This design comes from an exercise in tuning for small area, a short achievable clock period and few clock cycles on the open sky130 flow, not from production work.
Where RTL was checked, it was by simulation tests only, not by an equivalence proof against the original.
Power figures rest on the tool's default switching activity, not on a simulated workload.

Design neuron_pe, start of the top module:
module neuron_pe #(
    parameter int DW    = 8,
    parameter int WW    = 8,
    parameter int LANES = 8,
    parameter int ACCW  = 24,
    parameter int NW    = 16,
    parameter int SHW   = 4
) (
    input  logic                    clk,
    input  logic                    rst,
    input  logic                    start,
    input  logic [NW-1:0]           n_len,
    input  logic [SHW-1:0]          shift,
    input  logic [1:0]              act_mode,
    input  logic [LANES*ACCW-1:0]   bias,
    input  logic                    in_valid,
    output logic                    in_ready,
    input  logic [DW-1:0]           in_data,
    input  logic [LANES*WW-1:0]     weight,
    output logic                    out_valid,
    input  logic                    out_ready,
    output logic [LANES*DW-1:0]     out_data,
    output logic                    busy
);
    logic           job_reg;     
    logic           rdy_reg;     
    logic [NW-1:0]  rem_reg;     
    logic           tok_reg;     
    logic           fin_reg;     
    logic           cap_reg;     
    logic           ov_reg;      
    logic [SHW-1:0] shift_reg, shift_cap;
    logic [1:0]     mode_reg, mode_cap;
    logic [3:0]     neg_reg, one_reg, two_reg;
    logic beat, last_beat, free;
    assign beat      = in_valid && rdy_reg;
    assign last_beat = beat && (rem_reg == NW'(1));
    assign free      = !job_reg || (fin_reg && !ov_reg);
    assign in_ready  = rdy_reg;
    assign out_valid = ov_reg;
    assign busy      = !free;
    always_ff @(posedge clk) begin
        if (rst) begin
            job_reg <= 1'b0;
            rdy_reg <= 1'b0;
            tok_reg <= 1'b0;
            fin_reg <= 1'b0;
            cap_reg <= 1'b0;
            ov_reg  <= 1'b0;
        end else begin
            cap_reg <= free && job_reg;
            if (free) begin
                job_reg <= start;
                rdy_reg <= start && (n_len != '0);
                tok_reg <= start && (n_len == '0);
                fin_reg <= 1'b0;
            end else begin
                if (last_beat) rdy_reg <= 1'b0;
                tok_reg <= last_beat;
  ...
For scale: ~53,000 µm² of cells after synthesis.
Settings: LEC_CHECK=0, CAP_MARGIN=20, CORE_MARGIN=2, CORE_UTILIZATION=40, SLEW_MARGIN=20; clock period 6.0 ns.
run.sh (not shown) runs the stock make flow with config.mk's settings and CLKGATE_MAP_FILE= SYNTH_SCRIPT=/design/flow/synth_recipe.tcl, a recipe that flattens the netlist after the stock synthesis.
The first run produced a clean layout.
Change:
ABC_CLOCK_PERIOD_IN_PS = 2500   (was default)
SETUP_SLACK_MARGIN = 3.4   (was default)
Effect: The changed run finished with timing, DRC and antenna clean. Register-to-register slack gets better by 1.2 ns. Core utilization rises by 7.5 points. Sequential share of layout area falls by 2.7 points. Via count rises by roughly a tenth. Global-route usage rises by 3.9 points.
No run of this note included a check of the RTL's function; only the layout flow was run.

---

Another version of the RTL of neuron_pe (not shown whole).
For scale: about 5300 cells after synthesis, roughly 0.050 mm2 of cells after synthesis.
==> flow/design.v (excerpt) <==
module neuron_pe #(
    parameter int DW    = 8,
    parameter int WW    = 8,
    parameter int LANES = 8,
    parameter int ACCW  = 24,
    parameter int NW    = 16,
    parameter int SHW   = 4
) (
    input  logic                    clk,
    input  logic                    rst,
    input  logic                    start,
    input  logic [NW-1:0]           n_len,
    input  logic [SHW-1:0]          shift,
    input  logic [1:0]              act_mode,
    input  logic [LANES*ACCW-1:0]   bias,
    input  logic                    in_valid,
    output logic                    in_ready,
    input  logic [DW-1:0]           in_data,
    input  logic [LANES*WW-1:0]     weight,
    output logic                    out_valid,
    input  logic                    out_ready,
    output logic [LANES*DW-1:0]     out_data,
    output logic                    busy
);
==> flow/config.mk <==
export PLATFORM = sky130hd
export DESIGN_NAME = neuron_pe
export DESIGN_NICKNAME = neuron_pe
export VERILOG_FILES = /design/flow/design.v
export SDC_FILE = /design/flow/constraint.sdc
export NUM_CORES = 4
export LEC_CHECK = 0
export ABC_CLOCK_PERIOD_IN_PS = 2500
export CAP_MARGIN = 10
export CORE_MARGIN = 2
export CORE_UTILIZATION = 40
export CTS_BUF_LIST = sky130_fd_sc_hd__clkbuf_4 sky130_fd_sc_hd__clkbuf_8
export CTS_CLUSTER_SIZE = 30
export SETUP_SLACK_MARGIN = 3.0
export SLEW_MARGIN = 10
==> flow/constraint.sdc <==
create_clock -name core_clock -period 6.0 [get_ports {clk}]
set_input_delay 1.2000 -clock core_clock [delete_from_list [all_inputs] [get_ports {clk}]]
set_output_delay 1.2000 -clock core_clock [all_outputs]
set_load 0.01 [all_outputs]
standard.sh (not shown) runs the stock make flow with config.mk's settings and CLKGATE_MAP_FILE= SYNTH_SCRIPT=/design/flow/synth_recipe.tcl, a recipe that flattens the netlist after the stock synthesis.
==> flow/flow/run.sh <==
#!/bin/bash
# The standard layout (the standard.sh, unchanged synthesis and steps),
# with one change: the port buffers that placement inserts on every input and
# output are sky130_fd_sc_hd__buf_1 instead of the tool's default pick
# (clkdlybuf4s50_1, a slower delay cell with almost three times the area).
# ORFS's own logs stay under orfs/logs/; make's output goes to make_*.log here.
set -euo pipefail
export BUFFER_PORTS_ARGS="-buffer_cell sky130_fd_sc_hd__buf_1"
bash standard.sh synth > make_synth.log 2>&1
bash standard.sh finish > make_finish.log 2>&1
Testbench counts at the start, summed over its fixed seeds: cycles 9,187.
Edit:
- CAP_MARGIN: 10 -> 20
- CORE_UTILIZATION: 40 -> 60
- CTS_BUF_LIST: sky130_fd_sc_hd__clkbuf_4 sky130_fd_sc_hd__clkbuf_8 -> not set
- CTS_CLUSTER_SIZE: 30 -> not set
- PLACE_DENSITY: not set -> 0.75
- SLEW_MARGIN: 10 -> 20
Global-route usage rose by 11 points.
Non-clock buffer count came out lower by 2.
Fmax went down by 4.5%.
Setup slack loses 0.14 ns.
Final cell count is lower by 8.9%.
Cell area came out lower by 1.9%.
Synthesized cell count is unchanged.
Combinational power rose by about 1%.
Via count rose by 1.6%.
Critical path depth drops by 1.
Power shrinks by 0.78%.

---

## run 1
neuron_pe, a different RTL version from the one above (not shown whole).
For scale: about 5300 cells after synthesis, ~360 I/O pins, roughly 49000 sq um of cells after synthesis.
export LEC_CHECK = 0
export ABC_CLOCK_PERIOD_IN_PS = 2500
export CAP_MARGIN = 20
export CORE_MARGIN = 2
export CORE_UTILIZATION = 40
export SETUP_SLACK_MARGIN = 3.0
export SLEW_MARGIN = 20
create_clock -name core_clock -period 6.0 [get_ports {clk}]
run.sh (not shown) runs the stock make flow with config.mk's settings and CLKGATE_MAP_FILE= SYNTH_SCRIPT=/design/flow/synth_recipe.tcl, a recipe that flattens the netlist after the stock synthesis.
Stock flow here: none of the scripts above is used.
Run 1 ended with every stage complete and zero timing, DRC or antenna violations.
What run 2 does differently from run 1 at the input level:
==> flow/flow/run.sh (new file) <==
#!/bin/bash
# The standard layout (the standard.sh, unchanged synthesis and steps),
# with one change: the port buffers that placement inserts on every input and
# output are sky130_fd_sc_hd__buf_1 instead of the tool's default pick
# (clkdlybuf4s50_1, a slower delay cell with almost three times the area).
# ORFS's own logs stay under orfs/logs/; make's output goes to make_*.log here.
set -euo pipefail
export BUFFER_PORTS_ARGS="-buffer_cell sky130_fd_sc_hd__buf_1"
bash standard.sh synth > make_synth.log 2>&1
bash standard.sh finish > make_finish.log 2>&1
==> flow/standard.sh (new file) <==
#!/bin/bash
# synth_recipe.tcl (not shown) runs the flow's synth.tcl, then flattens the netlist and writes it again
# the make line also repeats each setting of config.mk as NAME=value (left out here)
make -C /OpenROAD-flow-scripts/flow DESIGN_CONFIG=/design/flow/config.mk WORK_HOME=/design/flow/orfs CLKGATE_MAP_FILE= SYNTH_SCRIPT=/design/flow/synth_recipe.tcl "${@:-finish}"
removed: flow/run.sh
## What came out
Compared with run 1, run 2 shows placed instance area that has gone down by a few percent. met4 as the uppermost layer routed was reported by run 1, and met5 by run 2. Run 2 ends up with a relative max-transition margin that is 4.2 points higher than in run 1. [compare] base=run 1 new=run 2: total design power has decreased; number of vias per cell has remained practically unchanged; worst path setup slack after routing has increased; post-route non-filler standard cell count has increased; DRC marker count from the first detailed-route iteration has decreased.
diff inputs: run 2 => run 3
# run 2
export LEC_CHECK = 0
export ABC_CLOCK_PERIOD_IN_PS = 2500
export CAP_MARGIN = 20
export CORE_MARGIN = 2
export CORE_UTILIZATION = 40
export SETUP_SLACK_MARGIN = 3.0
export SLEW_MARGIN = 20
create_clock -name core_clock -period 6.0 [get_ports {clk}]
# run 3
export LEC_CHECK = 0
export ABC_CLOCK_PERIOD_IN_PS = 2500
export CAP_MARGIN = 20
export CORE_MARGIN = 2
export CORE_UTILIZATION = 40
export SETUP_SLACK_MARGIN = 3.4
export SLEW_MARGIN = 20
create_clock -name core_clock -period 6.0 [get_ports {clk}]
==> flow/run.sh (new file) <==
#!/bin/bash
# synth_recipe.tcl (not shown) runs the flow's synth.tcl, then flattens the netlist and writes it again
# the make line also repeats each setting of config.mk as NAME=value (left out here)
make -C /OpenROAD-flow-scripts/flow DESIGN_CONFIG=/design/flow/config.mk WORK_HOME=/design/flow/orfs CLKGATE_MAP_FILE= SYNTH_SCRIPT=/design/flow/synth_recipe.tcl finish
removed: flow/flow/run.sh
removed: flow/standard.sh
Notes after the runs:
Worst setup slack before clock tree synthesis was lower in the run labelled run 2.
When run 3 is measured against run 2, its setup slack turns out 0.047 ns lower.
Looking at setup clock skew after layout, run 3 sits 0.0032 ns above run 2.
Minimum period implied by the final worst setup slack, run 2 and run 3: higher on run 3
Run 3 vs run 2 — final design instance area without fill climbed by more than 10%
Number of stages on the worst setup path: higher on run 2
Run 3 finished every stage and its layout cleared the timing, DRC and antenna checks.
Against run 2 as the reference, run 3 delivers a higher proportion of layout cells with a drive suffix above 1.
No run of this note included a check of the RTL's function; only the layout flow was run.

## port drivers added, routing unchanged
The flow's constraints put no driver on any port. The routed layouts listed below were extracted and timed again, unchanged, in two steps. Step 1: set_driving_cell puts a clkbuf_16 on clk and a buf_2 on each other input, an assumption about the parent block. Step 2 times the ports against the registers' clock, not the clock port: input delays grow and output delays shrink by t, the midpoint of the rising clock arrivals with the driver on. Slacks: no drivers / after step 1 / after step 2; pairs: no drivers / after step 1.
run | t, ns | setup slack, ns | worst setup path at the end
the first run of note 1 | 0.756 | 1.851 / 1.851 / 1.851 | register to register
the second run of note 1 | 0.775 | 3.029 / 3.029 / 2.945 | input to register
the first run of note 2 | 0.892 | 3.028 / 3.028 / 3.028 | register to register
the second run of note 2 | 0.701 | 2.888 / 2.888 / 2.888 | register to register
run 1 | 0.739 | 2.876 / 2.876 / 2.876 | register to register
run 2 | 0.758 | 2.936 / 2.936 / 2.936 | register to register
run 3 | 0.733 | 2.888 / 2.888 / 2.888 | register to register
After both steps setup and hold are still met in every run listed. For the second run of note 1, which loses most, drivers alone change the setup slack by 0.000 ns; drivers and shift together by -0.084 ns.
